From an optimization exercise on the open Yosys and OpenROAD flow, aimed at a short achievable clock period and few clock cycles; shortcuts taken in it are not production practice.
At most, simulation tests tie the RTL to the original design; equivalence was not proved.
The RTL of run 1 was laid out without a check of its function.
No activity file was given, so power comes from the tool's default toggle rates.

## design.v

```verilog
`default_nettype none
package rv_pkg;
  typedef enum logic [6:0] {
    OP     = 7'b0110011,  
    OP_IMM = 7'b0010011,  
    LOAD   = 7'b0000011,  
    STORE  = 7'b0100011,  
    BRANCH = 7'b1100011,  
    JAL    = 7'b1101111   
  } opcode_e;
  typedef enum logic [1:0] {
    ADD = 2'b00,
    SUB = 2'b01,
    AND = 2'b10,
    OR  = 2'b11
  } alu_op_e;
  typedef enum logic [1:0] {
    ALU = 2'b00,  
    MEM = 2'b01,  
    PC4 = 2'b10   
  } result_src_e;
  typedef struct packed {
    logic        reg_we;      
    logic        mem_re;      
    logic        mem_we;      
    alu_op_e     alu_op;
    result_src_e result_src;
    logic        src_b_imm;   
    logic        src_a_pc;    
    logic        branch;      
    logic        branch_ne;   
    logic        jump;        
  } ctrl_t;
  typedef struct packed {
    logic                  valid;
    ctrl_t                 ctrl;
    logic [32-1:0]   pc;
    logic [32-1:0]   pc4;
    logic [32-1:0]   rs1_data;
    logic [32-1:0]   rs2_data;
    logic [32-1:0]   imm;
    logic [5-1:0] rd;
  } id_ex_t;
  typedef struct packed {
    logic                  valid;
    logic                  reg_we;
    logic                  mem_re;
    logic                  mem_we;
    result_src_e           result_src;
    logic [32-1:0]   alu_result;  
    logic [32-1:0]   store_data;
    logic [32-1:0]   pc4;
    logic [5-1:0] rd;
  } ex_mem_t;
  typedef struct packed {
    logic                  reg_we;
    logic [5-1:0] rd;
    logic [32-1:0]   result;
  } mem_wb_t;
  typedef struct packed {
    logic                re;
    logic                we;
    logic [32-1:0] addr;
    logic [32-1:0] wdata;
  } dmem_req_t;
endpackage
`default_nettype wire
`timescale 1ns/1ps
`default_nettype none
module rv_core (
  input  logic                clk_i,
  input  logic                rst_i,
  output logic [32-1:0] imem_addr_o,
  input  logic [31:0]         imem_data_i,
  output logic                dmem_re_o,
  output logic                dmem_we_o,
  output logic [32-1:0] dmem_addr_o,
  output logic [32-1:0] dmem_wdata_o,
  input  logic [32-1:0] dmem_rdata_i
);
  localparam int NBTB = 4;   
  localparam int BI   = 2;      
  logic [31:0] pc_q;       
  logic [31:0] pc_o_q;     
  logic        rst_q;      
  logic [11:2] pc_tn_q;    
  logic [NBTB-1:0] btb_v_q;
  logic [31:2]     btb_pc_q  [NBTB];
  logic [31:2]     btb_tgt_q [NBTB];
  logic [BI-1:0]   btb_ptr_q;
  logic        d_v_q;
  logic        d_btb_q;    
  logic [31:12] d_hpc_q;   
  logic [BI-1:0] d_hidx_q;
  logic [31:0] d_ir_q;
  logic [31:0] d_pc_q;
  logic [31:0] d_pc4_q;
  logic [31:0] d_sel1_q;   
  logic [31:0] d_sel2_q;   
  logic [31:13] d_pc13_p1_q, d_pc13_m1_q;  
  logic [31:21] d_pc21_p1_q, d_pc21_m1_q;  
  logic        d_pred_q;   
  logic [12:0] d_br_lo_q;
  logic [10:0] d_jal_lo_q;    
  logic [9:0]  d_jal_mid0_q;  
  logic [10:0] d_jal_mid1_q;  
  logic        d_jal_c0_q;
  logic        e_v_q;
  logic        e_mis_eq_q;  
  logic        e_mis_ne_q;  
  logic        e_tk_eq_q;   
  logic        e_tk_ne_q;   
  logic        e_ftaken_q;  
  logic        e_fok_q;     
  logic        e_bfok_q;    
  logic [BI-1:0] e_hidx_q;
  logic        e_pred_q;   
  logic        e_off8_q;
  logic        e_off12_q;
  logic        e_lw_q;
  logic        e_sw_q;
  logic        e_wreg_q;
  logic [2:0]  e_rsel_q;   
  logic        e_and_q;
  logic        e_cin_q;    
  logic        e_useimm_q;  
  logic [31:0] e_b2_q;      
  logic [31:0] e_imm_q;
  logic [31:0] e_a_q;
  logic [31:0] e_rs2_q;
  logic [31:0] e_pc_q;
  logic [31:0] e_pc4_q;
  logic [4:0]  e_rd_q;
  logic        m_v_q;
  logic        m_eq_q;      
  logic        m_mis_eq_q;  
  logic        m_mis_ne_q;  
  logic        m_tk_eq_q;   
  logic        m_tk_ne_q;
  logic        m_ft_q;      
  logic        m_off8_q;    
  logic        m_off12_q;
  logic [31:0] m_alt_eq_q;  
  logic [31:0] m_alt_ne_q;
  logic        m_alloc_q;   
  logic [BI-1:0] m_slot_q;
  logic [31:2] m_pc_q;
  logic [31:2] m_tgt_q;
  logic        m_lw_q;
  logic        m_sw_q;
  logic        m_wreg_q;
  logic        m_sum_q;     
  logic [8:0]  m_s0_q [4];  
  logic [8:0]  m_s1_q [4];  
  logic [31:0] m_other_q;   
  logic [31:0] m_rs2_q;
  logic [4:0]  m_rd_q;
  logic        w_re_q;      
  logic        w_nld_q;     
  logic        w_we_q;
  logic        w_wreg_q;
  logic [31:0] w_addr_q;
  logic [31:0] w_wdata_q;
  logic [31:0] w_res_q;
  logic [4:0]  w_rd_q;
  logic [31:0] rf_q [32];
  logic [31:0] rf_v_q;
  logic          f_hit;
  logic [31:2]   f_tgt;
  logic [31:12]  f_hpc;
  logic [BI-1:0] f_hidx;
  logic [31:0]   f_pc4;
  logic [31:0]   f_ir;
  logic [31:0]   f_v_eff;
  logic [31:0]   f_sel1, f_sel2;
  logic [31:13]  f_pc13_p1, f_pc13_m1;
  logic [31:21]  f_pc21_p1, f_pc21_m1;
  always_comb
  begin
    f_hit  = 1'b0;
    f_tgt  = '0;
    f_hpc  = '0;
    f_hidx = '0;
    for (int i = 0; i < NBTB; i++)
      if (btb_v_q[i] && btb_pc_q[i][11:2] == ~pc_tn_q)
      begin
        f_hit  = 1'b1;
        f_tgt  = f_tgt | btb_tgt_q[i];
        f_hpc  = f_hpc | btb_pc_q[i][31:12];
        f_hidx = f_hidx | BI'(i);
      end
  end
  assign f_pc4 = pc_q + 32'd4;
  assign f_ir  = imem_data_i;
  always_comb
  begin
    for (int i = 0; i < 32; i++)
    begin
      f_v_eff[i] = rf_v_q[i] | (w_wreg_q && w_rd_q == i[4:0]);
      f_sel1[i]  = f_v_eff[i] && f_ir[19:15] == i[4:0];
      f_sel2[i]  = f_v_eff[i] && f_ir[24:20] == i[4:0];
    end
  end
  always_comb
  begin
    for (int i = 13; i < 32; i++)
    begin
      logic [31:13] below;
      below = '0;
      for (int j = 13; j < i; j++)
        below[j] = 1'b1;
      f_pc13_p1[i] = pc_q[i] ^ (&(pc_q[31:13] | ~below));
      f_pc13_m1[i] = pc_q[i] ^ ~(|(pc_q[31:13] & below));
    end
    for (int i = 21; i < 32; i++)
    begin
      logic [31:21] below;
      below = '0;
      for (int j = 21; j < i; j++)
        below[j] = 1'b1;
      f_pc21_p1[i] = pc_q[i] ^ (&(pc_q[31:21] | ~below));
      f_pc21_m1[i] = pc_q[i] ^ ~(|(pc_q[31:21] & below));
    end
  end
  logic        f_is_jal, f_is_br, f_off4, f_pred;
  logic [12:0] f_br_lo;
  logic [10:0] f_jal_lo;
  logic [10:0] f_jal_mid0, f_jal_mid1;
  assign f_is_jal = (f_ir[6:0] == 7'b1101111);
  assign f_is_br  = (f_ir[6:0] == 7'b1100011) && (f_ir[14:13] == 2'b00);
  assign f_off4   = f_ir[3] ? (f_ir[31:12] == 20'h00400)
                            : ({f_ir[31:25], f_ir[11:8], f_ir[7]} == 12'b0000000_0010_0);
  always_comb
  begin
    if (f_is_jal)
      f_pred = ~f_off4;
    else if (f_is_br)
      f_pred = ~f_off4 & ((f_ir[19:15] == f_ir[24:20]) ? ~f_ir[12] : (f_ir[12] | f_ir[31]));
    else
      f_pred = 1'b0;
  end
  assign f_br_lo    = {1'b0, pc_q[12:1]} + {1'b0, f_ir[31], f_ir[7], f_ir[30:25], f_ir[11:8]};
  assign f_jal_lo   = {1'b0, pc_q[10:1]} + {1'b0, f_ir[30:21]};
  assign f_jal_mid0 = {1'b0, pc_q[20:11]} + {1'b0, f_ir[31], f_ir[19:12], f_ir[20]};
  assign f_jal_mid1 = 11'(({1'b0, pc_q[20:11], 1'b1} + {1'b0, f_ir[31], f_ir[19:12], f_ir[20], 1'b1}) >> 1);
  assign imem_addr_o = pc_o_q;
  logic [6:0]  d_opc;
  logic [2:0]  d_f3;
  logic        d_is_op, d_is_addi, d_is_lw, d_is_sw, d_is_br, d_is_jal;
  logic        d_sub, d_and, d_or;
  logic [31:0] d_imm_i, d_imm_s;
  logic        d_off4;
  logic        d_tk_eq, d_tk_ne, d_fok;
  logic [31:0] d_rs1, d_rs2;
  assign d_opc = d_ir_q[6:0];
  assign d_f3  = d_ir_q[14:12];
  always_comb
  begin
    d_is_op   = (d_opc == 7'b0110011) && (d_f3 == 3'b000 || d_f3 == 3'b111 || d_f3 == 3'b110);
    d_is_addi = (d_opc == 7'b0010011) && (d_f3 == 3'b000);
    d_is_lw   = (d_opc == 7'b0000011) && (d_f3 == 3'b010);
    d_is_sw   = (d_opc == 7'b0100011) && (d_f3 == 3'b010);
    d_is_br   = (d_opc == 7'b1100011) && (d_f3[2:1] == 2'b00);
    d_is_jal  = (d_opc == 7'b1101111);
    d_sub     = d_is_op && d_f3 == 3'b000 && d_ir_q[30];
    d_and     = d_is_op && d_f3 == 3'b111;
    d_or      = d_is_op && d_f3 == 3'b110;
  end
  assign d_imm_i = {{20{d_ir_q[31]}}, d_ir_q[31:20]};
  assign d_imm_s = {{20{d_ir_q[31]}}, d_ir_q[31:25], d_ir_q[11:7]};
  logic d_off8, d_off12;
  assign d_off8  = d_is_jal ? (d_ir_q[31:12] == 20'h00800)
                            : ({d_ir_q[31:25], d_ir_q[11:8], d_ir_q[7]} == 12'b0000000_0100_0);
  assign d_off12 = d_is_jal ? (d_ir_q[31:12] == 20'h00c00)
                            : ({d_ir_q[31:25], d_ir_q[11:8], d_ir_q[7]} == 12'b0000000_0110_0);
  assign d_off4 = d_is_jal ? (d_ir_q[31:12] == 20'h00400)
                           : ({d_ir_q[31:25], d_ir_q[11:8], d_ir_q[7]} == 12'b0000000_0010_0);
  assign d_tk_eq = ~d_off4 & (d_is_jal | (d_is_br & ~d_f3[0]));
  assign d_tk_ne = ~d_off4 & (d_is_jal | (d_is_br &  d_f3[0]));
  assign d_fok   = d_btb_q & (d_hpc_q == d_pc_q[31:12]);
  logic [31:0]  d_tgt;
  logic [31:13] d_br_hi;
  logic [31:21] d_jal_hi;
  logic [20:11] d_jal_mid;
  logic         d_jal_c21;
  always_comb
  begin
    case ({d_ir_q[31], d_br_lo_q[12]})
      2'b01:   d_br_hi = d_pc13_p1_q;
      2'b10:   d_br_hi = d_pc13_m1_q;
      default: d_br_hi = d_pc_q[31:13];
    endcase
    d_jal_mid = d_jal_lo_q[10] ? d_jal_mid1_q[9:0] : d_jal_mid0_q;
    d_jal_c21 = d_jal_lo_q[10] ? d_jal_mid1_q[10]  : d_jal_c0_q;
    case ({d_ir_q[31], d_jal_c21})
      2'b01:   d_jal_hi = d_pc21_p1_q;
      2'b10:   d_jal_hi = d_pc21_m1_q;
      default: d_jal_hi = d_pc_q[31:21];
    endcase
  end
  assign d_tgt = d_is_jal ? {d_jal_hi, d_jal_mid, d_jal_lo_q[9:0], d_pc_q[0]}
                         : {d_br_hi, d_br_lo_q[11:0], d_pc_q[0]};
  always_comb
  begin
    d_rs1 = '0;
    d_rs2 = '0;
    for (int i = 0; i < 32; i++)
    begin
      d_rs1 = d_rs1 | (rf_q[i] & {32{d_sel1_q[i]}});
      d_rs2 = d_rs2 | (rf_q[i] & {32{d_sel2_q[i]}});
    end
  end
  logic        e_eq;
  logic        e_ft, e_fok;
  logic [31:0] e_tgt_q;
  logic [8:0]  e_s0 [4];
  logic [8:0]  e_s1 [4];
  logic [31:0] e_b;
  logic        kill_e;      
  logic        kill_d;
  logic        kill_f;
  logic        d_sred;
  assign e_eq   = (e_a_q == e_rs2_q);
  assign e_ft   = e_ftaken_q;
  assign e_fok  = e_fok_q;
  assign e_b = e_useimm_q ? e_imm_q : e_b2_q;
  always_comb
  begin
    for (int k = 0; k < 4; k++)
    begin
      e_s0[k] = {1'b0, e_a_q[8*k +: 8]} + {1'b0, e_b[8*k +: 8]};
      e_s1[k] = 9'(({1'b0, e_a_q[8*k +: 8], 1'b1} + {1'b0, e_b[8*k +: 8], (k == 0) ? e_cin_q : 1'b1}) >> 1);
    end
  end
  logic [BI-1:0] e_slot;
  always_comb
  begin
    e_slot = btb_ptr_q;
    for (int i = 0; i < NBTB; i++)
      if (btb_v_q[i] && btb_pc_q[i][11:2] == e_pc_q[11:2])
        e_slot = BI'(i);
  end
  logic [31:0] m_sum, m_res;
  logic [4:0]  m_c;
  always_comb
  begin
    m_c[0] = 1'b1;  
    for (int k = 0; k < 4; k++)
    begin
      m_sum[8*k +: 8] = m_c[k] ? m_s1_q[k][7:0] : m_s0_q[k][7:0];
      m_c[k+1]        = m_c[k] ? m_s1_q[k][8]   : m_s0_q[k][8];
    end
  end
  logic        m_mis, m_red, m_part1, m_part2;
  logic [31:0] m_alt;
  assign m_mis = m_v_q & (m_eq_q ? m_mis_eq_q : m_mis_ne_q);
  assign m_alt = m_eq_q ? m_alt_eq_q : m_alt_ne_q;
  assign m_part1 = m_mis & ~m_ft_q & m_off8_q  & e_v_q & ~e_ftaken_q;
  assign m_part2 = m_mis & ~m_ft_q & m_off12_q & e_v_q & ~e_ftaken_q
                         & d_v_q & ~d_btb_q;
  assign m_red   = m_mis & ~m_part1 & ~m_part2;
  assign kill_e = m_mis;
  assign kill_d = m_red | m_part2;
  assign d_sred = d_v_q & d_pred_q & ~d_btb_q & ~kill_d;
  assign kill_f = m_red | d_sred;
  assign m_res = m_sum_q ? m_sum : m_other_q;
  logic [31:0] pc_seq, pc_next;
  assign pc_seq  = rst_q ? 32'h0000_0000 : f_hit ? {f_tgt, pc_q[1:0]} : f_pc4;
  assign pc_next = m_red ? m_alt : d_sred ? d_tgt : pc_seq;
  always_ff @(posedge clk_i, posedge rst_i)
  begin
    if (rst_i)
    begin
      pc_q      <= 32'h0000_0000;
      rst_q     <= 1'b1;
      btb_v_q   <= '0;
      btb_ptr_q <= '0;
      d_v_q     <= 1'b0;
      e_v_q     <= 1'b0;
      m_v_q     <= 1'b0;
      m_alloc_q <= 1'b0;
      m_lw_q    <= 1'b0;
      m_sw_q    <= 1'b0;
      m_wreg_q  <= 1'b0;
      w_re_q    <= 1'b0;
      w_nld_q   <= 1'b1;
      w_we_q    <= 1'b0;
      w_wreg_q  <= 1'b0;
      rf_v_q    <= '0;
    end
    else
    begin
      pc_q  <= pc_next;
      rst_q <= 1'b0;
      d_v_q <= ~kill_f & ~rst_q;
      e_v_q <= d_v_q & ~kill_d;
      m_v_q <= e_v_q & ~kill_e;
      if (m_alloc_q)
      begin
        btb_v_q[m_slot_q] <= 1'b1;
        if (m_slot_q == btb_ptr_q)
          btb_ptr_q <= btb_ptr_q + 1'b1;
      end
      m_lw_q   <= e_v_q & ~kill_e & e_lw_q;
      m_sw_q   <= e_v_q & ~kill_e & e_sw_q;
      m_wreg_q <= e_v_q & ~kill_e & e_wreg_q;
      m_alloc_q <= e_v_q & e_pred_q & ~e_bfok_q & ~m_alloc_q;
      w_re_q   <= m_lw_q;
      w_nld_q  <= ~m_lw_q;
      w_we_q   <= m_sw_q;
      w_wreg_q <= m_wreg_q;
      if (w_wreg_q)
        rf_v_q[w_rd_q] <= 1'b1;
    end
  end
  always_ff @(posedge clk_i)
  begin
    pc_o_q  <= pc_next;
    pc_tn_q <= ~pc_next[11:2];
    if (m_alloc_q)
    begin
      btb_pc_q[m_slot_q]  <= m_pc_q;
      btb_tgt_q[m_slot_q] <= m_tgt_q;
    end
    d_btb_q     <= f_hit;
    d_hpc_q     <= f_hpc;
    d_hidx_q    <= f_hidx;
    d_ir_q      <= f_ir;
    d_pc_q      <= pc_q;
    d_pc4_q     <= f_pc4;
    d_sel1_q    <= f_sel1;
    d_sel2_q    <= f_sel2;
    d_pc13_p1_q <= f_pc13_p1;
    d_pc13_m1_q <= f_pc13_m1;
    d_pc21_p1_q <= f_pc21_p1;
    d_pc21_m1_q <= f_pc21_m1;
    d_pred_q     <= f_pred;
    d_br_lo_q    <= f_br_lo;
    d_jal_lo_q   <= f_jal_lo;
    d_jal_mid0_q <= f_jal_mid0[9:0];
    d_jal_c0_q   <= f_jal_mid0[10];
    d_jal_mid1_q <= f_jal_mid1;
    e_mis_eq_q <= d_fok ? ~d_tk_eq : (d_tk_eq | d_btb_q);
    e_mis_ne_q <= d_fok ? ~d_tk_ne : (d_tk_ne | d_btb_q);
    e_tk_eq_q  <= d_tk_eq;
    e_tk_ne_q  <= d_tk_ne;
    e_ftaken_q <= d_btb_q | d_pred_q;
    e_fok_q    <= d_fok | (d_pred_q & ~d_btb_q);
    e_bfok_q   <= d_fok;
    e_hidx_q   <= d_hidx_q;
    e_pred_q   <= d_pred_q;
    e_off8_q   <= d_off8;
    e_off12_q  <= d_off12;
    e_lw_q     <= d_is_lw;
    e_sw_q     <= d_is_sw;
    e_wreg_q   <= (d_is_op | d_is_addi | d_is_lw | d_is_jal) & (d_ir_q[11:7] != 5'd0);
    e_rsel_q   <= {d_is_jal, d_and | d_or, ~(d_is_jal | d_and | d_or)};
    e_and_q    <= d_and;
    e_cin_q    <= d_sub;
    e_useimm_q <= d_is_addi | d_is_lw | d_is_sw;
    e_imm_q    <= d_is_sw ? d_imm_s : d_imm_i;
    e_a_q      <= d_rs1;
    e_rs2_q    <= d_rs2;
    e_b2_q     <= d_rs2 ^ {32{d_sub}};
    e_pc_q     <= d_pc_q;
    e_pc4_q    <= d_pc4_q;
    e_rd_q     <= d_ir_q[11:7];
    e_tgt_q     <= d_tgt;
    m_eq_q     <= e_eq;
    m_mis_eq_q <= e_fok ? ~e_tk_eq_q : (e_tk_eq_q | e_ft);
    m_mis_ne_q <= e_fok ? ~e_tk_ne_q : (e_tk_ne_q | e_ft);
    m_tk_eq_q  <= e_tk_eq_q;
    m_tk_ne_q  <= e_tk_ne_q;
    m_ft_q     <= e_ft;
    m_off8_q   <= e_off8_q;
    m_off12_q  <= e_off12_q;
    m_alt_eq_q <= e_tk_eq_q ? e_tgt_q : e_pc4_q;
    m_alt_ne_q <= e_tk_ne_q ? e_tgt_q : e_pc4_q;
    m_pc_q     <= e_pc_q[31:2];
    m_slot_q   <= e_slot;
    m_tgt_q    <= e_tgt_q[31:2];
    m_sum_q   <= e_rsel_q[0];
    for (int k = 0; k < 4; k++)
    begin
      m_s0_q[k] <= e_s0[k];
      m_s1_q[k] <= e_s1[k];
    end
    m_other_q <= e_rsel_q[2] ? e_pc4_q : e_and_q ? (e_a_q & e_rs2_q) : (e_a_q | e_rs2_q);
    m_rs2_q   <= e_rs2_q;
    m_rd_q    <= e_rd_q;
    w_addr_q  <= m_sum;
    w_wdata_q <= m_rs2_q;
    w_res_q   <= m_res;
    w_rd_q    <= m_rd_q;
    if (w_wreg_q)
      rf_q[w_rd_q] <= w_nld_q ? w_res_q : dmem_rdata_i;
  end
  assign dmem_re_o    = w_re_q;
  assign dmem_we_o    = w_we_q;
  assign dmem_addr_o  = w_addr_q;
  assign dmem_wdata_o = w_wdata_q;
endmodule
`default_nettype wire
```

## constraint.sdc

```tcl
create_clock -name core_clock -period 5.5 [get_ports {clk_i}]
set_input_delay 1.1000 -clock core_clock [delete_from_list [all_inputs] [get_ports {clk_i}]]
set_output_delay 1.1000 -clock core_clock [all_outputs]
set_load 0.01 [all_outputs]
```

## run.sh

```bash
#!/bin/bash
# synth_recipe.tcl (not shown) runs the flow's synth.tcl, then flattens the netlist and writes it again
# the make line also repeats each setting of config.mk as NAME=value (left out here)
make -C /OpenROAD-flow-scripts/flow DESIGN_CONFIG=/design/flow/config.mk WORK_HOME=/design/flow/orfs CLKGATE_MAP_FILE= SYNTH_SCRIPT=/design/flow/synth_recipe.tcl finish
```

## config.mk

```make
export PLATFORM = sky130hd
export DESIGN_NAME = rv_core
export DESIGN_NICKNAME = rv_core
export VERILOG_FILES = /design/flow/design.v
export SDC_FILE = /design/flow/constraint.sdc
export NUM_CORES = 4
export LEC_CHECK = 0
export ABC_CLOCK_PERIOD_IN_PS = 2000
export CAP_MARGIN = 20
export CORE_MARGIN = 2
export CORE_UTILIZATION = 30
export CTS_CLUSTER_DIAMETER = 150
export CTS_CLUSTER_SIZE = 28
export GPL_ROUTABILITY_DRIVEN = 1
export PLACE_DENSITY = 0.5
export SETUP_SLACK_MARGIN = 3.5
export SLEW_MARGIN = 20
```

==> results of run 1 <==
## cell families (layout without fill, tap and decap cells)
family	count (synthesis)	count (layout)	synth area share
simple gates	899	902	0.05797
flops	2258	2258	0.6941
mux	251	252	0.03255
other cells	1	49	0.00004467
buf+inv	564	1216	0.02546
xor+xnor	282	282	0.02942
compound gates	1533	1533	0.1348
fa+ha+maj	165	165	0.02558
## power breakdown
group          internal (mW)  switching (mW)
sequential              17.9           0.191
clock                   3.29            5.54
combinational          0.420           0.598
## timing repair
action | CTS | global route
setup endpoints to repair | 2535 | 926
gates cloned | 21 | 20
setup buffers | 389 | 132
gates resized for setup | 1218 | 315
pin swaps | 145 | 163
endpoints found under the hold margin | 0 | 0
## metrics by stage
stage | setup slack [ns] | instances | hold WS, ns
detailed placement | 1.725 | 9603 | 0.3121
global placement | 1.700 | 9601 | 0.3095
finish | 2.972 | 10380 | 0.2984
floorplan | 2.864 | 5953 | 0.3096
CTS | 2.996 | 10180 | 0.3121
global route | 2.980 | 10340 | 0.3088
## registers in the layout, summed over array words and instances (netlist names), 31 cells and up
| name | flops |
|---|---|
| d_pc4_q | 32 |
| w_res_q | 32 |
| rf_v_q | 32 |
| e_tgt_q | 32 |
| e_a_q | 32 |
| e_b2_q | 32 |
| e_pc4_q | 31 |
| w_addr_q | 32 |
| m_alt_eq_q | 32 |
| d_sel1_q | 32 |
| d_ir_q | 32 |
| d_sel2_q | 32 |
| m_rs2_q | 32 |
| m_other_q | 32 |
| w_wdata_q | 32 |
| pc_q | 32 |
| m_alt_ne_q | 32 |
| btb_tgt_q | 120 |
| pc_o_q | 32 |
| e_rs2_q | 32 |
| rf_q | 1024 |
| m_s1_q | 35 |
| btb_pc_q | 120 |
## area by class of cell
cell class	instances	area, um2
clock inverters	10	231.5
fillers	26060	174800
repair inverters	1	8.758
inverters	215	850.8
diodes	48	120.1
flip-flops and latches	2258	58720
repair buffers	832	10390
clock buffers	158	2529
multi-input cells	3135	26640
well taps	3724	4659
## routing by layer
layer,track usage,vias up
li1,-,24240
met1,0.3252,31540
met2,0.3991,6014
met3,0.09107,1883
met4,0.1918,21
met5,0.0004997,-
## worst paths after layout
kind                                  end
max in group asynchronous         pc_q[8]
min in group asynchronous      rf_v_q[23]
setup reg to reg                 pc_q[31]
setup / recovery           dmem_addr_o[2]
hold / removal                  w_rd_q[1]
hold reg to reg                 w_rd_q[1]
## layout by cell type, fill, tap and decap left out, types with 48 or more instances in the layout
| master | Yosys | layout |
|---|---|---|
| o21ai_0 | 108 | 55 |
| a22oi_1 | 1008 | 962 |
| mux2_2 | 169 | 144 |
| diode_2 | 0 | 48 |
| dfxtp_1 | 912 | 734 |
| or4_4 | 0 | 60 |
| clkbuf_1 | 303 | 67 |
| nand3_1 | 99 | 91 |
| nor2_1 | 124 | 79 |
| clkbuf_16 | 0 | 111 |
| xor2_1 | 142 | 136 |
| inv_1 | 215 | 180 |
| nor3_1 | 84 | 74 |
| ha_1 | 154 | 95 |
| nand2_1 | 147 | 135 |
| dfxtp_4 | 0 | 82 |
| buf_12 | 0 | 170 |
| dfrtp_1 | 80 | 61 |
| edfxtp_1 | 1264 | 1264 |
| a22o_1 | 80 | 80 |
| buf_6 | 0 | 144 |
| nand4_1 | 234 | 234 |
| dfxtp_2 | 0 | 96 |
| mux2i_1 | 80 | 71 |
| xnor2_1 | 140 | 129 |
| buf_4 | 0 | 335 |
==> impl_metrics.py, run 1 <==
metrics = {
    "run_status": {
        "outcome": "timing/DRC/antenna clean",
    },
    "yosys": {
        "ys_seq_area_frac": 0.6941,
        "yosys_warnings": 5,
        "synth_nets": 6184,
        "yosys.area.top_type": "edfxtp_1",
        "syn_area_um2": 83940,
        "synth.top_cell.area_share": 0.4522,
        "synthesis.instances": 5953,
        "synth_area_leaders": "edfxtp_1, dfxtp_1, a22oi_1",
        "synthFlopType": "edfxtp_1",
        "yosysMostFrequentCell": "edfxtp_1",
        "ys_seq_elements": 2258,
        "synthArstFlopShare": 0.03632,
        "synth_cell_types": 64,
        "synth_edf_count": 1264,
        "synthTopCellsByCount": "edfxtp_1, a22oi_1, dfxtp_1",
        "syn_avg_cell_area_um2": 14.10,
    },
    "pwr": {
        "power_density_nw_per_um2": 268.3,
        "p_leak_nw": 37.38,
        "power_mw": 27.94,
        "ir_drop_mv": 0.2697,
    },
    "clock_network": {
        "clkSlewWorstSetupHoldPaths_ns": 0.12,
        "h-tree-depth": 3,
        "cts-buffers-inserted": 91,
        "cts_tree": "done",
        "cts.sinks": 2258,
        "clk_path_buf_depth": 3,
        "cts_hold_buf": 0,
        "clock_latency_ns": 0.88,
        "root_buffer": "clkbuf_16",
    },
    "routing": {
        "ant_nets": 0,
        "wl_met2_um": 171400,
        "drcViolationCount": 0,
        "drt-total-wl_um": 408600,
        "wl_met3_um": 56040,
        "routed.top_layer": "met5",
        "m1WireLength_um": 141900,
        "vias": 63700,
        "drtPass1Iterations": 9,
        "drt_iter0_markers": 12690,
        "vias_per_cell": 6.136,
        "routedWlPerCell_um": 39.36,
    },
    "global_route": {
        "grt_max_degree": 83,
        "antenna_found_initial": 35,
        "grt_pass1_wl_um": 523600,
        "grtUsageTotal": 0.2685,
        "grt_pass1_vias": 58660,
        "overflow": 0,
    },
    "worst_setup_path": {
        "cp_slowest_cell": "dfxtp_4",
        "worst-path-stages": 1,
        "critPathLaunch": "w_addr_q[2]",
        "crit_path_cell_trace": "buf_6",
        "path_delay_family": "flip-flops",
        "reg2reg_depth": 7,
        "reg2reg_slack_ns": 3.08,
        "critical_path.max_stage_delay_ns": 0.43,
        "startpoint_type": "flip-flop",
        "crit_type": "reg -> out",
        "critPathCaptureType": "output pin",
        "worstPathMaxFanout": 1,
        "path_buf_inv": 1,
        "cp.required_ns": 4.40,
        "timing.rr.start": "d_jal_lo_q[10]",
        "arrival_ns": 1.43,
    },
    "cells_and_area": {
        "final_util": 0.3734,
        "drive_above_1_share": 0.2686,
        "syn_to_final_growth_pct": 24.07,
        "fin_nets": 6765,
        "fin_area_um2": 104100,
    },
    "die": {
        "ios": 164,
        "start_util": 0.3010,
        "rows": 194,
        "coreArea_um2": 278900,
        "die-area_um2": 284100,
        "die_h_um": 533.0,
        "dieWidth_um": 533.0,
    },
    "sta": {
        "fin_setup_tns_ns": 0,
        "worst_pin_slew_ns": 0.9416,
        "hold_violations": 0,
        "rsz0062_at_grt": "yes",
        "final.period_utilization": 0.4596,
        "fin_crit_ns": 2.528,
        "slew_headroom": 0.3723,
        "max_freq_ghz": 0.3956,
        "setup_violations": 0,
        "fin_skew_ns": 0.07616,
        "slew_viol_final": 0,
    },
    "placement": {
        "hpwl_um": 203500,
        "io_buffers": 163,
        "placed_area_um2": 90700,
        "gp_congestion": 0.9152,
    },
    "hold_path": {
        "worstHoldStart": "m_rd_q[1]",
        "hold_path.class": "reg -> reg",
        "hold-path-cell-count": 0,
    },
    "flow_run": {
        "cap_violations": 0,
    },
}
==> run 2: changes to the inputs <==
--- a/design.v
+++ b/design.v
@@ -116,4 +116,7 @@
   logic [BI-1:0] e_hidx_q;
   logic        e_pred_q;   
+  logic        e_zbr_q;    
+  logic        e_zred_q;   
+  logic        e_ztk_q;    
   logic        e_off8_q;
   logic        e_off12_q;
@@ -166,4 +169,6 @@
   logic [31:0] rf_q [32];
   logic [31:0] rf_v_q;
+  logic [31:0] rf_kz_q;    
+  logic [31:0] rf_kn_q;    
   logic          f_hit;
   logic [31:2]   f_tgt;
@@ -301,4 +306,15 @@
   assign d_tgt = d_is_jal ? {d_jal_hi, d_jal_mid, d_jal_lo_q[9:0], d_pc_q[0]}
                          : {d_br_hi, d_br_lo_q[11:0], d_pc_q[0]};
+  logic d_isz1, d_isnz1, d_isz2, d_isnz2, d_isz, d_isnz;
+  logic d_zbr, d_ztk, d_zok;
+  assign d_isz1  = ~|d_sel1_q | |(d_sel1_q & rf_kz_q);
+  assign d_isnz1 = |(d_sel1_q & rf_kn_q);
+  assign d_isz2  = ~|d_sel2_q | |(d_sel2_q & rf_kz_q);
+  assign d_isnz2 = |(d_sel2_q & rf_kn_q);
+  assign d_isz   = (d_ir_q[24:20] == 5'd0) ? d_isz1  : d_isz2;
+  assign d_isnz  = (d_ir_q[24:20] == 5'd0) ? d_isnz1 : d_isnz2;
+  assign d_zbr   = d_is_br & ((d_ir_q[19:15] == 5'd0) | (d_ir_q[24:20] == 5'd0)) & (d_isz | d_isnz);
+  assign d_ztk   = ~d_off4 & (d_f3[0] ^ d_isz);
+  assign d_zok   = d_ztk ? (d_fok | (d_pred_q & ~d_btb_q)) : ~(d_btb_q | d_pred_q);
   always_comb
   begin
@@ -320,4 +336,5 @@
   logic        kill_d;
   logic        kill_f;
+  logic        e_zred;
   logic        d_sred;
   assign e_eq   = (e_a_q == e_rs2_q);
@@ -361,11 +378,12 @@
   assign m_red   = m_mis & ~m_part1 & ~m_part2;
   assign kill_e = m_mis;
-  assign kill_d = m_red | m_part2;
+  assign e_zred = e_v_q & e_zred_q & ~kill_e;
+  assign kill_d = m_red | m_part2 | e_zred;
   assign d_sred = d_v_q & d_pred_q & ~d_btb_q & ~kill_d;
-  assign kill_f = m_red | d_sred;
+  assign kill_f = m_red | e_zred | d_sred;
   assign m_res = m_sum_q ? m_sum : m_other_q;
   logic [31:0] pc_seq, pc_next;
   assign pc_seq  = rst_q ? 32'h0000_0000 : f_hit ? {f_tgt, pc_q[1:0]} : f_pc4;
-  assign pc_next = m_red ? m_alt : d_sred ? d_tgt : pc_seq;
+  assign pc_next = m_red ? m_alt : e_zred ? (e_ztk_q ? e_tgt_q : e_pc4_q) : d_sred ? d_tgt : pc_seq;
   always_ff @(posedge clk_i, posedge rst_i)
   begin
@@ -450,4 +468,7 @@
     e_hidx_q   <= d_hidx_q;
     e_pred_q   <= d_pred_q;
+    e_zbr_q    <= d_zbr;
+    e_zred_q   <= d_zbr & ~d_zok;
+    e_ztk_q    <= d_ztk;
     e_off8_q   <= d_off8;
     e_off12_q  <= d_off12;
@@ -468,6 +489,6 @@
     e_tgt_q     <= d_tgt;
     m_eq_q     <= e_eq;
-    m_mis_eq_q <= e_fok ? ~e_tk_eq_q : (e_tk_eq_q | e_ft);
-    m_mis_ne_q <= e_fok ? ~e_tk_ne_q : (e_tk_ne_q | e_ft);
+    m_mis_eq_q <= ~e_zbr_q & (e_fok ? ~e_tk_eq_q : (e_tk_eq_q | e_ft));
+    m_mis_ne_q <= ~e_zbr_q & (e_fok ? ~e_tk_ne_q : (e_tk_ne_q | e_ft));
     m_tk_eq_q  <= e_tk_eq_q;
     m_tk_ne_q  <= e_tk_ne_q;
@@ -494,5 +515,9 @@
     w_rd_q    <= m_rd_q;
     if (w_wreg_q)
-      rf_q[w_rd_q] <= w_nld_q ? w_res_q : dmem_rdata_i;
+    begin
+      rf_q[w_rd_q]    <= w_nld_q ? w_res_q : dmem_rdata_i;
+      rf_kz_q[w_rd_q] <= w_nld_q & (w_res_q == 32'd0);
+      rf_kn_q[w_rd_q] <= w_nld_q & (w_res_q != 32'd0);
+    end
   end
   assign dmem_re_o    = w_re_q;
--- a/config.mk
+++ b/config.mk
@@ -9,9 +9,7 @@
 export CAP_MARGIN = 20
 export CORE_MARGIN = 2
-export CORE_UTILIZATION = 30
-export CTS_CLUSTER_DIAMETER = 150
-export CTS_CLUSTER_SIZE = 28
+export CORE_UTILIZATION = 25
 export GPL_ROUTABILITY_DRIVEN = 1
-export PLACE_DENSITY = 0.5
+export PLACE_DENSITY = 0.45
 export SETUP_SLACK_MARGIN = 3.5
 export SLEW_MARGIN = 20
==> impl_metrics.py, run 2 <==
metrics = {
    "routing": {
        "ant_nets": 0,
        "vias_per_cell": 5.784,
        "routedWlPerCell_um": 39.16,
        "drt-total-wl_um": 492900,
        "drtPass1Iterations": 14,
        "drcViolationCount": 0,
        "vias": 72810,
        "drt_iter0_markers": 12600,
    },
    "global_route": {
        "grt_max_degree": 46,
        "antenna_found_initial": 57,
        "grtUsageTotal": 0.2559,
        "overflow": 0,
        "grt_pass1_wl_um": 630100,
        "grt_pass1_vias": 68530,
    },
    "placement": {
        "placed_area_um2": 97570,
        "hpwl_um": 253000,
        "io_buffers": 163,
        "gp_congestion": 0.9049,
    },
    "die": {
        "rows": 219,
        "die-area_um2": 361100,
        "dieWidth_um": 600.9,
        "ios": 164,
        "die_h_um": 600.9,
        "coreArea_um2": 355400,
        "start_util": 0.2506,
    },
    "yosys": {
        "synthTopCellsByCount": "edfxtp_1, a22oi_1, dfxtp_1",
        "synthFlopType": "edfxtp_1",
        "synthesis.instances": 6498,
        "yosys.area.top_type": "edfxtp_1",
        "synth_nets": 6729,
        "ys_seq_elements": 2325,
        "synth.top_cell.area_share": 0.4477,
        "synth_area_leaders": "edfxtp_1, dfxtp_1, a22oi_1",
        "ys_seq_area_frac": 0.6764,
        "yosys_warnings": 5,
        "synth_adder_area_share": 0.02410,
        "syn_area_um2": 89080,
        "synth_edf_count": 1328,
        "synth_compound_area_frac": 0.1414,
        "syn_avg_cell_area_um2": 13.71,
        "synthArstFlopShare": 0.03527,
        "yosysMostFrequentCell": "edfxtp_1",
        "yosys.area_share.simple": 0.06558,
        "synth_xor_area_frac": 0.02768,
        "synth_cell_types": 86,
        "synth_top_family_by_area": "compound AO/OA/AOI/OAI gates",
        "yosys-mux-area-fraction": 0.03660,
    },
    "pwr": {
        "power_density_nw_per_um2": 304.6,
        "p_leak_nw": 45.49,
        "ir_drop_mv": 0.3093,
    },
    "clock_network": {
        "clkSlewWorstSetupHoldPaths_ns": 0.07,
        "cts-buffers-inserted": 237,
        "h-tree-depth": 4,
        "cts_tree": "done",
        "cts_hold_buf": 0,
        "root_buffer": "clkbuf_16",
        "clock_latency_ns": 0.96,
        "cts.sinks": 2325,
        "clk_path_buf_depth": 4,
    },
    "worst_setup_path": {
        "arrival_ns": 3.24,
        "cp.required_ns": 6.13,
        "worstPathMaxFanout": 5,
        "crit_type": "reg -> reg",
        "critPathCaptureType": "flip-flop",
        "startpoint_type": "flip-flop",
    },
    "sta": {
        "fin_skew_ns": 0.08755,
        "setup_violations": 0,
        "hold_violations": 0,
        "fin_crit_ns": 2.611,
        "fin_setup_tns_ns": 0,
        "final.period_utilization": 0.4747,
        "worst_pin_slew_ns": 0.8809,
        "slew_headroom": 0.4127,
        "slew_viol_final": 0,
        "max_freq_ghz": 0.3830,
        "rsz0062_at_grt": "yes",
    },
    "hold_path": {
        "hold_path.class": "reg -> reg",
    },
    "cells_and_area": {
        "top_regs": "rf_q: 1024 flops, btb_pc_q: 120 flops, btb_tgt_q: 120 flops",
        "final_cell_mix": "edfxtp_1, a22oi_1, dfxtp_1",
        "largest_reg_flops": 1024,
        "largest-register": "rf_q",
        "syn_to_final_growth_pct": 39.25,
        "multi_input_area_um2": 32440,
        "mostFrequentLayoutCell": "edfxtp_1",
        "seqCellArea_um2": 60780,
        "fin_area_um2": 124000,
        "num-fill-cells": 33960,
        "drive_above_1_share": 0.3773,
        "fin_nets": 7785,
    },
    "run_status": {
        "outcome": "timing/DRC/antenna clean",
    },
    "flow_run": {
        "cap_violations": 0,
    },
}
[run 2: cell count changes after synthesis, sizes merged, moves of 40 or more]
cell    previous run  this run
nand3             99       177
a221oi            64       164
nand2            147       255
a22oi           1008       936
nand4            234       182
mux2             170       211
a22o              80       157
clkbuf           303       345
buf               46        86
o21ai            108       150
edfxtp          1264      1328
[run 2: critical path: stages (launching register included)]
cell and delay, ns:
dfxtp_1 0.47, nor4_4 0.43, nand4_1 0.37, nor2_4 0.24, buf_12 0.17, nor2b_4 0.09, buf_12 0.14, buf_12 0.14
mux2_4 0.25
[run 2: path summary, 6_finish.rpt]
path	to	cells past startpoint	slack, ns	from
max	rf_kn_q[0]	8	2.89	w_res_q[20]
min	w_wdata_q[11]	0	0.29	m_rs2_q[11]
max reg2reg	rf_kn_q[0]	8	2.89	w_res_q[20]
min reg2reg	w_wdata_q[11]	0	0.29	m_rs2_q[11]
max in group asynchronous	pc_q[25]	3	3.89	rst_i
min in group asynchronous	w_re_q	2	0.49	rst_i
[run 2: stage by stage]
| step | power, mW | worst slack [ns] | cells | util | hold slack [ns] |
|---|---|---|---|---|---|
| after global placement | 20.73 | 1.626 | 11140 | 0.2743 | 0.3103 |
| after global routing | 38.63 | 2.887 | 12550 | 0.3488 | 0.2939 |
| after CTS | 37.70 | 2.867 | 12280 | 0.3349 | 0.2971 |
| after floorplan | 20.06 | 2.930 | 6498 | - | 0.3095 |
| final | 37.78 | 2.889 | 12590 | 0.3490 | 0.2853 |
| after detailed placement | 20.73 | 1.693 | 11140 | 0.2746 | 0.3120 |
[run 2: where the power goes]
group	internal, mW	switching [mW]	leakage, nW	total (mW)
clock network	9.51	7.25	3.86	16.8
registers	18.6	0.305	20.9	19.0
logic	0.895	1.17	20.7	2.07
total	29.1	8.73	45.5	37.8
[run 2: cell type report]
type                       instances  area share
sequential                      2325      0.4900
antenna                           89    0.001795
inverter                         205    0.006687
clock buffer                     327     0.05482
multi-input combinational       3547      0.2615
clock inverter                   105    0.008715
tap                             4751     0.04792
timing repair buffer            1238      0.1286
[run 2: repair_timing]
action                     4_1_cts  5_1_grt
setup buffers                  622      193
resized for setup             1982      530
setup endpoints to repair     2779     1292
pin swaps                      326      305
gates cloned                    85       22
[run 2: layer usage]
| metal | vias to the layer above | routed length (um) | part of all wire | track usage |
|---|---|---|---|---|
| li1 | 27550 | - | - | - |
| met1 | 36310 | 168400 | 0.34 | 0.2898 |
| met2 | 6614 | 211200 | 0.43 | 0.3930 |
| met3 | 2318 | 63410 | 0.13 | 0.09346 |
| met4 | 12 | 49650 | 0.10 | 0.1936 |
| met5 | - | 183 | 0.00037 | 0.006342 |
[run 2: kinds of logic after synthesis]
family,Yosys count
adders and majority gates,165
and+or+nand+nor,1109
other,1
buffers and inverters,639
AOI/OAI and AO/OA,1681
muxes,299
DFF,2325
xor gates and xnor gates,279
Testbench counts of run 2, summed over its fixed seeds: cycles 153,194.
==> run 3: changes to the inputs <==
--- a/design.v
+++ b/design.v
@@ -85,4 +85,5 @@
   logic        rst_q;      
   logic [11:2] pc_tn_q;    
+  logic [11:2] pc_tp_q;    
   logic [NBTB-1:0] btb_v_q;
   logic [31:2]     btb_pc_q  [NBTB];
@@ -101,9 +102,6 @@
   logic [31:21] d_pc21_p1_q, d_pc21_m1_q;  
   logic        d_pred_q;   
-  logic [12:0] d_br_lo_q;
-  logic [10:0] d_jal_lo_q;    
-  logic [9:0]  d_jal_mid0_q;  
-  logic [10:0] d_jal_mid1_q;  
-  logic        d_jal_c0_q;
+  logic [27:0] d_bc_q;     
+  logic [47:0] d_jc_q;     
   logic        e_v_q;
   logic        e_mis_eq_q;  
@@ -166,4 +164,5 @@
   logic [31:0] w_wdata_q;
   logic [31:0] w_res_q;
+  logic        w_z_q;       
   logic [4:0]  w_rd_q;
   logic [31:0] rf_q [32];
@@ -171,5 +170,5 @@
   logic [31:0] rf_kz_q;    
   logic [31:0] rf_kn_q;    
-  logic          f_hit;
+  logic          f_hit, f_hit_u;
   logic [31:2]   f_tgt;
   logic [31:12]  f_hpc;
@@ -191,8 +190,15 @@
       begin
         f_hit  = 1'b1;
-        f_tgt  = f_tgt | btb_tgt_q[i];
+        f_tgt[11:2] = f_tgt[11:2] | btb_tgt_q[i][11:2];
         f_hpc  = f_hpc | btb_pc_q[i][31:12];
         f_hidx = f_hidx | BI'(i);
       end
+    f_hit_u = 1'b0;
+    for (int i = 0; i < NBTB; i++)
+      if (btb_v_q[i] && btb_pc_q[i][11:2] == pc_tp_q)
+      begin
+        f_hit_u = 1'b1;
+        f_tgt[31:12] = f_tgt[31:12] | btb_tgt_q[i][31:12];
+      end
   end
   assign f_pc4 = pc_q + 32'd4;
@@ -229,7 +235,8 @@
   end
   logic        f_is_jal, f_is_br, f_off4, f_pred;
-  logic [12:0] f_br_lo;
-  logic [10:0] f_jal_lo;
-  logic [10:0] f_jal_mid0, f_jal_mid1;
+  logic [12:1] f_offb;
+  logic [20:1] f_offj;
+  logic [27:0] f_bc;
+  logic [47:0] f_jc;
   assign f_is_jal = (f_ir[6:0] == 7'b1101111);
   assign f_is_br  = (f_ir[6:0] == 7'b1100011) && (f_ir[14:13] == 2'b00);
@@ -245,8 +252,15 @@
       f_pred = 1'b0;
   end
-  assign f_br_lo    = {1'b0, pc_q[12:1]} + {1'b0, f_ir[31], f_ir[7], f_ir[30:25], f_ir[11:8]};
-  assign f_jal_lo   = {1'b0, pc_q[10:1]} + {1'b0, f_ir[30:21]};
-  assign f_jal_mid0 = {1'b0, pc_q[20:11]} + {1'b0, f_ir[31], f_ir[19:12], f_ir[20]};
-  assign f_jal_mid1 = 11'(({1'b0, pc_q[20:11], 1'b1} + {1'b0, f_ir[31], f_ir[19:12], f_ir[20], 1'b1}) >> 1);
+  assign f_offb = {f_ir[31], f_ir[7], f_ir[30:25], f_ir[11:8]};
+  assign f_offj = {f_ir[31], f_ir[19:12], f_ir[20], f_ir[30:21]};
+  always_comb
+  begin
+    for (int k = 0; k < 2; k++)
+      for (int c = 0; c < 2; c++)
+        f_bc[(2*k+c)*7 +: 7] = 7'(({1'b0, pc_q[6*k+1 +: 6], 1'b1} + {1'b0, f_offb[6*k+1 +: 6], c[0]}) >> 1);
+    for (int k = 0; k < 4; k++)
+      for (int c = 0; c < 2; c++)
+        f_jc[(2*k+c)*6 +: 6] = 6'(({1'b0, pc_q[5*k+1 +: 5], 1'b1} + {1'b0, f_offj[5*k+1 +: 5], c[0]}) >> 1);
+  end
   assign imem_addr_o = pc_o_q;
   logic [6:0]  d_opc;
@@ -287,23 +301,38 @@
   logic [31:13] d_br_hi;
   logic [31:21] d_jal_hi;
-  logic [20:11] d_jal_mid;
-  logic         d_jal_c21;
+  logic [12:1]  d_br_lo;
+  logic [20:1]  d_jal_lo;
+  logic         d_br_c13, d_jal_c21;
+  logic [1:0]   d_bg, d_bp, d_bcin;
+  logic [3:0]   d_jg, d_jp, d_jcin;
   always_comb
   begin
-    case ({d_ir_q[31], d_br_lo_q[12]})
-      2'b01:   d_br_hi = d_pc13_p1_q;
-      2'b10:   d_br_hi = d_pc13_m1_q;
-      default: d_br_hi = d_pc_q[31:13];
-    endcase
-    d_jal_mid = d_jal_lo_q[10] ? d_jal_mid1_q[9:0] : d_jal_mid0_q;
-    d_jal_c21 = d_jal_lo_q[10] ? d_jal_mid1_q[10]  : d_jal_c0_q;
-    case ({d_ir_q[31], d_jal_c21})
-      2'b01:   d_jal_hi = d_pc21_p1_q;
-      2'b10:   d_jal_hi = d_pc21_m1_q;
-      default: d_jal_hi = d_pc_q[31:21];
-    endcase
+    d_bg = {d_bc_q[2*7 + 6], d_bc_q[0*7 + 6]};
+    d_bp = {d_bc_q[3*7 + 6], d_bc_q[1*7 + 6]};
+    d_bcin[0] = 1'b0;
+    d_bcin[1] = d_bg[0];
+    d_br_c13  = d_bg[1] | (d_bp[1] & d_bg[0]);
+    for (int k = 0; k < 2; k++)
+      d_br_lo[6*k+1 +: 6] = d_bcin[k] ? d_bc_q[(2*k+1)*7 +: 6] : d_bc_q[(2*k)*7 +: 6];
+    for (int k = 0; k < 4; k++)
+    begin
+      d_jg[k] = d_jc_q[(2*k)*6 + 5];
+      d_jp[k] = d_jc_q[(2*k+1)*6 + 5];
+    end
+    d_jcin[0] = 1'b0;
+    d_jcin[1] = d_jg[0];
+    d_jcin[2] = d_jg[1] | (d_jp[1] & d_jg[0]);
+    d_jcin[3] = d_jg[2] | (d_jp[2] & d_jg[1]) | (d_jp[2] & d_jp[1] & d_jg[0]);
+    d_jal_c21 = d_jg[3] | (d_jp[3] & d_jg[2]) | (d_jp[3] & d_jp[2] & d_jg[1]) |
+                (d_jp[3] & d_jp[2] & d_jp[1] & d_jg[0]);
+    for (int k = 0; k < 4; k++)
+      d_jal_lo[5*k+1 +: 5] = d_jcin[k] ? d_jc_q[(2*k+1)*6 +: 5] : d_jc_q[(2*k)*6 +: 5];
+    d_br_hi  = d_br_c13  ? (d_ir_q[31] ? d_pc_q[31:13] : d_pc13_p1_q)
+                         : (d_ir_q[31] ? d_pc13_m1_q   : d_pc_q[31:13]);
+    d_jal_hi = d_jal_c21 ? (d_ir_q[31] ? d_pc_q[31:21] : d_pc21_p1_q)
+                         : (d_ir_q[31] ? d_pc21_m1_q   : d_pc_q[31:21]);
   end
-  assign d_tgt = d_is_jal ? {d_jal_hi, d_jal_mid, d_jal_lo_q[9:0], d_pc_q[0]}
-                         : {d_br_hi, d_br_lo_q[11:0], d_pc_q[0]};
+  assign d_tgt = d_is_jal ? {d_jal_hi, d_jal_lo, d_pc_q[0]}
+                         : {d_br_hi, d_br_lo, d_pc_q[0]};
   logic d_isz1, d_isnz1, d_isz2, d_isnz2, d_isz, d_isnz;
   logic d_zbr, d_ztk, d_zok;
@@ -383,7 +412,21 @@
   assign kill_f = m_red | e_zred | d_sred;
   assign m_res = m_sum_q ? m_sum : m_other_q;
-  logic [31:0] pc_seq, pc_next;
-  assign pc_seq  = rst_q ? 32'h0000_0000 : f_hit ? {f_tgt, pc_q[1:0]} : f_pc4;
-  assign pc_next = m_red ? m_alt : e_zred ? (e_ztk_q ? e_tgt_q : e_pc4_q) : d_sred ? d_tgt : pc_seq;
+  logic [3:0] m_pz;
+  logic       m_z;
+  always_comb
+  begin
+    for (int k = 0; k < 4; k++)
+      m_pz[k] = m_c[k] ? (m_s1_q[k][7:0] == 8'd0) : (m_s0_q[k][7:0] == 8'd0);
+  end
+  assign m_z = m_sum_q ? (&m_pz) : (m_other_q == 32'd0);
+  logic [31:0] pc_next;
+  logic        pc_other;
+  logic [31:0] pc_red;
+  assign pc_other = m_red | e_zred | d_sred | rst_q;
+  assign pc_red   = ({32{m_red}} & m_alt) |
+                    ({32{~m_red & e_zred}} & (e_ztk_q ? e_tgt_q : e_pc4_q)) |
+                    ({32{~m_red & ~e_zred & d_sred}} & d_tgt);
+  assign pc_next[31:12] = pc_other ? pc_red[31:12] : f_hit_u ? f_tgt[31:12] : f_pc4[31:12];
+  assign pc_next[11:0]  = pc_other ? pc_red[11:0]  : f_hit ? {f_tgt[11:2], pc_q[1:0]} : f_pc4[11:0];
   always_ff @(posedge clk_i, posedge rst_i)
   begin
@@ -436,4 +479,5 @@
     pc_o_q  <= pc_next;
     pc_tn_q <= ~pc_next[11:2];
+    pc_tp_q <= pc_next[11:2];
     if (m_alloc_q)
     begin
@@ -454,9 +498,6 @@
     d_pc21_m1_q <= f_pc21_m1;
     d_pred_q     <= f_pred;
-    d_br_lo_q    <= f_br_lo;
-    d_jal_lo_q   <= f_jal_lo;
-    d_jal_mid0_q <= f_jal_mid0[9:0];
-    d_jal_c0_q   <= f_jal_mid0[10];
-    d_jal_mid1_q <= f_jal_mid1;
+    d_bc_q       <= f_bc;
+    d_jc_q       <= f_jc;
     e_mis_eq_q <= d_fok ? ~d_tk_eq : (d_tk_eq | d_btb_q);
     e_mis_ne_q <= d_fok ? ~d_tk_ne : (d_tk_ne | d_btb_q);
@@ -513,10 +554,11 @@
     w_wdata_q <= m_rs2_q;
     w_res_q   <= m_res;
+    w_z_q     <= m_z;
     w_rd_q    <= m_rd_q;
     if (w_wreg_q)
     begin
       rf_q[w_rd_q]    <= w_nld_q ? w_res_q : dmem_rdata_i;
-      rf_kz_q[w_rd_q] <= w_nld_q & (w_res_q == 32'd0);
-      rf_kn_q[w_rd_q] <= w_nld_q & (w_res_q != 32'd0);
+      rf_kz_q[w_rd_q] <= w_nld_q & w_z_q;
+      rf_kn_q[w_rd_q] <= w_nld_q & ~w_z_q;
     end
   end
--- a/config.mk
+++ b/config.mk
@@ -9,7 +9,9 @@
 export CAP_MARGIN = 20
 export CORE_MARGIN = 2
-export CORE_UTILIZATION = 25
+export CORE_UTILIZATION = 30
+export CTS_CLUSTER_DIAMETER = 120
+export CTS_CLUSTER_SIZE = 24
 export GPL_ROUTABILITY_DRIVEN = 1
-export PLACE_DENSITY = 0.45
+export PLACE_DENSITY = 0.5
 export SETUP_SLACK_MARGIN = 3.5
 export SLEW_MARGIN = 20
==> impl_metrics.py, run 3 <==
metrics = {
    "die": {
        "ios": 164,
        "dieWidth_um": 552.1,
        "coreArea_um2": 299300,
        "die-area_um2": 304800,
        "die_h_um": 552.1,
        "start_util": 0.3011,
        "rows": 201,
    },
    "placement": {
        "hpwl_um": 243200,
        "gp_congestion": 0.9322,
        "placed_area_um2": 97790,
        "io_buffers": 163,
    },
    "routing": {
        "drtPass1Iterations": 13,
        "drt-total-wl_um": 464700,
        "drcViolationCount": 0,
        "ant_nets": 0,
        "vias": 72940,
        "routedWlPerCell_um": 40.07,
        "drt_iter0_markers": 13400,
        "vias_per_cell": 6.290,
    },
    "sta": {
        "setup_violations": 0,
        "slew_viol_final": 0,
        "fin_skew_ns": 0.1288,
        "final.period_utilization": 0.4669,
        "max_freq_ghz": 0.3894,
        "hold_violations": 0,
        "rsz0062_at_grt": "yes",
        "fin_crit_ns": 2.568,
        "worst_pin_slew_ns": 1.017,
        "slew_headroom": 0.3218,
        "fin_setup_tns_ns": 0,
        "whs_ns": 0.3038,
    },
    "pwr": {
        "ir_drop_mv": 0.2957,
        "power_density_nw_per_um2": 256.0,
        "p_leak_nw": 43.57,
    },
    "yosys": {
        "synthTopCellsByCount": "edfxtp_1, dfxtp_1, a22oi_1",
        "synth_edf_count": 1328,
        "syn_avg_cell_area_um2": 13.56,
        "synth_nets": 6881,
        "yosys_warnings": 5,
        "synthesis.instances": 6645,
        "ys_seq_elements": 2343,
        "syn_area_um2": 90120,
        "yosys.area.top_type": "edfxtp_1",
        "synthFlopType": "edfxtp_1",
        "ys_seq_area_frac": 0.6725,
        "synth_cell_types": 74,
        "yosysMostFrequentCell": "edfxtp_1",
        "synth_area_leaders": "edfxtp_1, dfxtp_1, a22oi_1",
        "synthArstFlopShare": 0.03500,
        "synth.top_cell.area_share": 0.4425,
    },
    "global_route": {
        "grt_pass1_wl_um": 591700,
        "overflow": 0,
        "grt_max_degree": 73,
        "antenna_found_initial": 55,
        "grt_pass1_vias": 66870,
        "grtUsageTotal": 0.2826,
    },
    "clock_network": {
        "h-tree-depth": 3,
        "cts_tree": "done",
        "cts-buffers-inserted": 109,
        "clkSlewWorstSetupHoldPaths_ns": 0.10,
        "cts.sinks": 2343,
        "clk_path_buf_depth": 3,
        "root_buffer": "clkbuf_16",
        "clock_latency_ns": 0.89,
    },
    "worst_setup_path": {
        "crit_type": "reg -> reg",
        "worstPathMaxFanout": 6,
        "cp_common_cell": "buf_12",
        "cp.required_ns": 6.24,
        "arrival_ns": 3.30,
        "reg2reg_slack_ns": 2.93,
        "critical_path.max_stage_delay_ns": 0.44,
        "cp_slowest_cell": "or3_4",
        "startpoint_type": "flip-flop",
        "critPathCaptureType": "flip-flop",
        "path_delay_family": "compound AO/OA/AOI/OAI gates",
        "crit_path_cell_trace": "mux2_4, a211o_4, buf_12, o211a_4, and2_4, or3_4, buf_12, buf_16, o31a_1",
        "path_buf_inv": 3,
    },
    "cells_and_area": {
        "final_cell_mix": "edfxtp_1, a22oi_1, dfxtp_1",
        "mostFrequentLayoutCell": "edfxtp_1",
        "largest-register": "rf_q",
        "fin_area_um2": 118600,
        "final_util": 0.3964,
        "drive_above_1_share": 0.3273,
        "top_regs": "rf_q: 1024 flops, btb_pc_q: 120 flops, btb_tgt_q: 120 flops",
        "largest_reg_flops": 1024,
        "fin_nets": 7743,
        "syn_to_final_growth_pct": 31.63,
    },
    "run_status": {
        "outcome": "timing/DRC/antenna clean",
    },
    "flow_run": {
        "cap_violations": 0,
    },
    "hold_path": {
        "hold_path.class": "reg -> reg",
    },
}
## run 3: cell count changes in the layout (fill, tap and decap cells not counted), moves of 23 or more
cell       change
o22ai_1       +23
buf_4         -63
clkinv_2      -40
nand3_1       +33
nand2_1       +31
dfxtp_1       +23
clkbuf_8      -35
clkbuf_1      +25
diode_2       -42
buf_12        +23
clkbuf_16    -117
o21ai_2       -34
xnor2_1       +58
## run 3: cell families after synthesis
| family | count (synthesis) | share of synthesized area |
|---|---|---|
| compound gates | 1655 | 0.1380 |
| xor+xnor | 326 | 0.03168 |
| fa+ha+maj | 170 | 0.02502 |
| buf+inv | 681 | 0.02875 |
| flops | 2343 | 0.6725 |
| mux | 305 | 0.03661 |
| other cells | 1 | 0.00004161 |
| simple gates | 1164 | 0.06735 |
## run 3: final timing paths
kind / depth (start not counted) / from / to
setup / recovery: 9 / m_eq_q / pc_o_q[11]
min in group asynchronous: 2 / rst_i / w_re_q
hold / removal: 0 / e_pc_q[19] / m_pc_q[19]
hold reg to reg: 0 / e_pc_q[19] / m_pc_q[19]
setup reg to reg: 9 / m_eq_q / pc_o_q[11]
max in group asynchronous: 3 / rst_i / pc_q[17]
## run 3: cell type report
class | count | area [um2]
diodes | 47 | 117.6
clock buffers | 180 | 3004
clock inverters | 14 | 266.5
fillers | 27400 | 180700
inverters | 231 | 952.2
multi-input cells | 3630 | 32140
flip-flops and latches | 2343 | 61160
well taps | 3958 | 4952
repair buffers | 1192 | 16030
## run 3: metrics by stage
step	setup WS (ns)	total power, mW	cells
floorplan	3.059	20.05	6645
detailed placement	1.680	20.62	10500
finish	2.932	30.37	11600
CTS	2.964	30.25	11300
global route	2.893	31.10	11550
global placement	1.725	20.62	10490
## run 3: timing repair
action | in CTS | in global routing
buffers inserted | 537 | 209
setup endpoints to repair | 2644 | 1444
pin swaps | 292 | 323
gates resized for setup | 1772 | 543
hold buffers | 0 | 0
gates cloned | 74 | 39
## run 3: power by group
group          internal, mW  switching (mW)
sequential             18.7           0.293
clock                  3.88            5.95
combinational         0.654           0.924
## run 3: layer usage
layer | track usage | routed length [um]
met5 | 0.003438 | 648
met4 | 0.1893 | 43790
met3 | 0.1211 | 68750
met2 | 0.4225 | 193400
met1 | 0.3282 | 158100
Testbench counts of run 3, summed over its fixed seeds: cycles 153,194.
==> run 4: changes to the inputs <==
--- a/config.mk
+++ b/config.mk
@@ -9,9 +9,7 @@
 export CAP_MARGIN = 20
 export CORE_MARGIN = 2
-export CORE_UTILIZATION = 30
-export CTS_CLUSTER_DIAMETER = 120
-export CTS_CLUSTER_SIZE = 24
+export CORE_UTILIZATION = 25
 export GPL_ROUTABILITY_DRIVEN = 1
-export PLACE_DENSITY = 0.5
+export PLACE_DENSITY = 0.45
 export SETUP_SLACK_MARGIN = 3.5
 export SLEW_MARGIN = 20
==> impl_metrics.py, run 4 <==
metrics = {
    "yosys": {
        "yosys.area.top_type": "edfxtp_1",
        "yosysMostFrequentCell": "edfxtp_1",
        "synthesis.instances": 6645,
        "synthArstFlopShare": 0.03500,
        "syn_avg_cell_area_um2": 13.56,
        "synth_nets": 6881,
        "synthTopCellsByCount": "edfxtp_1, dfxtp_1, a22oi_1",
        "synth_cell_types": 74,
        "ys_seq_elements": 2343,
        "synth_edf_count": 1328,
        "yosys_warnings": 5,
        "syn_area_um2": 90120,
        "synth_area_leaders": "edfxtp_1, dfxtp_1, a22oi_1",
        "synthFlopType": "edfxtp_1",
        "synth.top_cell.area_share": 0.4425,
        "ys_seq_area_frac": 0.6725,
    },
    "worst_setup_path": {
        "crit_path_cell_trace": "buf_2",
        "cp.required_ns": 4.40,
        "critPathCaptureType": "output pin",
        "reg2reg_slack_ns": 2.95,
        "worstPathMaxFanout": 1,
        "crit_type": "reg -> out",
        "cp_slowest_cell": "dfrtp_1",
        "critical_path.max_stage_delay_ns": 0.37,
        "path_delay_family": "flip-flops",
        "path_buf_inv": 1,
        "startpoint_type": "flip-flop",
        "arrival_ns": 1.49,
    },
    "cells_and_area": {
        "mostFrequentLayoutCell": "edfxtp_1",
        "final_util": 0.3486,
        "final_cell_mix": "edfxtp_1, a22oi_1, dfxtp_1",
        "num-fill-cells": 34350,
        "largest-register": "rf_q",
        "seqCellArea_um2": 61220,
        "largest_reg_flops": 1024,
        "multi_input_area_um2": 32990,
        "drive_above_1_share": 0.3598,
        "fin_cells": 12720,
        "top_regs": "rf_q: 1024 flops, btb_pc_q: 120 flops, btb_tgt_q: 120 flops",
        "fin_nets": 7931,
        "syn_to_final_growth_pct": 38.86,
    },
    "placement": {
        "dp.cells": 11310,
        "io_buffers": 163,
        "gp_congestion": 0.9187,
        "hpwl_um": 255200,
    },
    "global_route": {
        "antenna_found_initial": 40,
        "overflow": 0,
        "grt_pass1_vias": 68520,
        "grt_max_degree": 83,
        "grtUsageTotal": 0.2467,
        "grt_pass1_wl_um": 615100,
    },
    "die": {
        "dieWidth_um": 604.4,
        "die-area_um2": 365300,
        "coreArea_um2": 358900,
        "start_util": 0.2511,
        "die_h_um": 604.4,
        "rows": 220,
        "ios": 164,
    },
    "sta": {
        "max_freq_ghz": 0.3866,
        "fin_skew_ns": 0.1219,
        "fin_crit_ns": 2.586,
        "worst_pin_slew_ns": 0.9814,
        "fin_setup_tns_ns": 0,
        "slew_viol_final": 0,
        "setup_violations": 0,
        "hold_violations": 0,
        "final.period_utilization": 0.4702,
        "slew_headroom": 0.3457,
        "rsz0062_at_grt": "yes",
        "whs_ns": 0.3087,
    },
    "routing": {
        "routedWlPerCell_um": 37.90,
        "drtPass1Iterations": 9,
        "drt_iter0_markers": 12280,
        "vias": 72890,
        "vias_per_cell": 5.730,
        "ant_nets": 0,
        "drcViolationCount": 0,
        "drt-total-wl_um": 482100,
    },
    "pwr": {
        "ir_drop_mv": 0.2594,
        "p_leak_nw": 46.36,
        "power_density_nw_per_um2": 304.0,
        "power_mw": 38.05,
    },
    "clock_network": {
        "clock_latency_ns": 0.99,
        "h-tree-depth": 4,
        "cts.sinks": 2343,
        "root_buffer": "clkbuf_16",
        "clkSlewWorstSetupHoldPaths_ns": 0.07,
        "cts-buffers-inserted": 245,
        "clk_path_buf_depth": 4,
        "cts_tree": "done",
    },
    "hold_path": {
        "hold_path.class": "reg -> reg",
    },
    "flow_run": {
        "cap_violations": 0,
    },
    "run_status": {
        "outcome": "timing/DRC/antenna clean",
    },
}
## run 4: cell counts after synthesis
Identical to the previous run, type by type.
## run 4: power breakdown
part / internal [mW] / leakage [nW] / total [mW] / switching, mW
Combinational: 0.699 / 21.1 / 1.67 / 0.974
Clock: 10.0 / 4.07 / 17.4 / 7.37
Sequential: 18.7 / 21.1 / 19.0 / 0.294
Total: 29.4 / 46.4 / 38.0 / 8.64
## run 4: final cells by class
type / instances / share of cell area
clock buffer: 337 / 0.05545
timing repair inverter: 1 / 0.00008998
tap: 4773 / 0.04772
clock inverter: 119 / 0.01079
inverter: 231 / 0.007748
multi-input combinational: 3666 / 0.2636
timing repair buffer: 1207 / 0.1245
antenna: 43 / 0.0008598
sequential: 2343 / 0.4892
## run 4: layer usage
metal  GRT usage  share of wire
met4      0.1699          0.091
met3     0.08209           0.12
met2      0.3810           0.43
met5    0.002482        0.00044
met1      0.2895           0.35
## run 4: what timing repair did
action | CTS | global route
hold buffers | 0 | 0
hold endpoints to repair | 0 | 0
buffers inserted | 588 | 188
resized for setup | 1968 | 437
pin swaps | 347 | 277
cloned | 85 | 53
endpoints found under the setup margin | 2634 | 1563
## run 4: final timing paths
path	start	to	cells past startpoint
min reg2reg	d_pc4_q[11]	e_pc4_q[11]	0
max reg2reg	d_sel1_q[4]	e_zred_q	7
min	d_pc4_q[11]	e_pc4_q[11]	0
max in group asynchronous	rst_i	pc_q[24]	3
min in group asynchronous	rst_i	m_sw_q	3
max	w_we_q	dmem_we_o	1
## run 4: cells by family after synthesis
family,synth area share
AOI/OAI and AO/OA,0.1380
other,0.00004161
xor gates and xnor gates,0.03168
muxes,0.03661
adders and majority gates,0.02502
and+or+nand+nor,0.06735
DFF,0.6725
buffers and inverters,0.02875
## run 4: per-stage QoR
stage | worst slack (ns) | cell area (um2)
finish | 2.914 | 125100
detailed placement | 1.875 | 98850
CTS | 2.862 | 120500
floorplan | 3.059 | 91730
global placement | 1.730 | 98850
global route | 2.881 | 125000

[separate check: timing with driven ports]
In the flow no input, the clock included, has a driving cell. The finished layouts below were timed again as built, in two steps. Step 1, drivers: a clkbuf_16 drives clk_i and a buf_2 each remaining input, both assumed. Step 2 moves the port delays by t, midway between the first and last clock arrival at a register: inputs arrive t later, outputs are due t later. That takes back most of the time a late clock gives input paths. Slacks: no drivers / after step 1 / after step 2; pairs: no drivers / after step 1.
| run | t, ns | setup slack, ns | slew at the worst register clock pin (ns) |
|---|---|---|---|
| run 1 | 0.930 | 2.972 / 2.882 / 2.549 | 0.12 / 0.12 |
| run 2 | 1.025 | 2.889 / 2.810 / 2.040 | 0.07 / 0.07 |
| run 3 | 0.918 | 2.932 / 2.900 / 2.606 | 0.12 / 0.12 |
| run 4 | 1.042 | 2.914 / 2.804 / 2.562 | 0.08 / 0.08 |
After both steps every run listed still meets setup and hold. The setup slack of run 2, which loses most, moves by -0.079 ns with the drivers and by -0.849 ns with both steps.
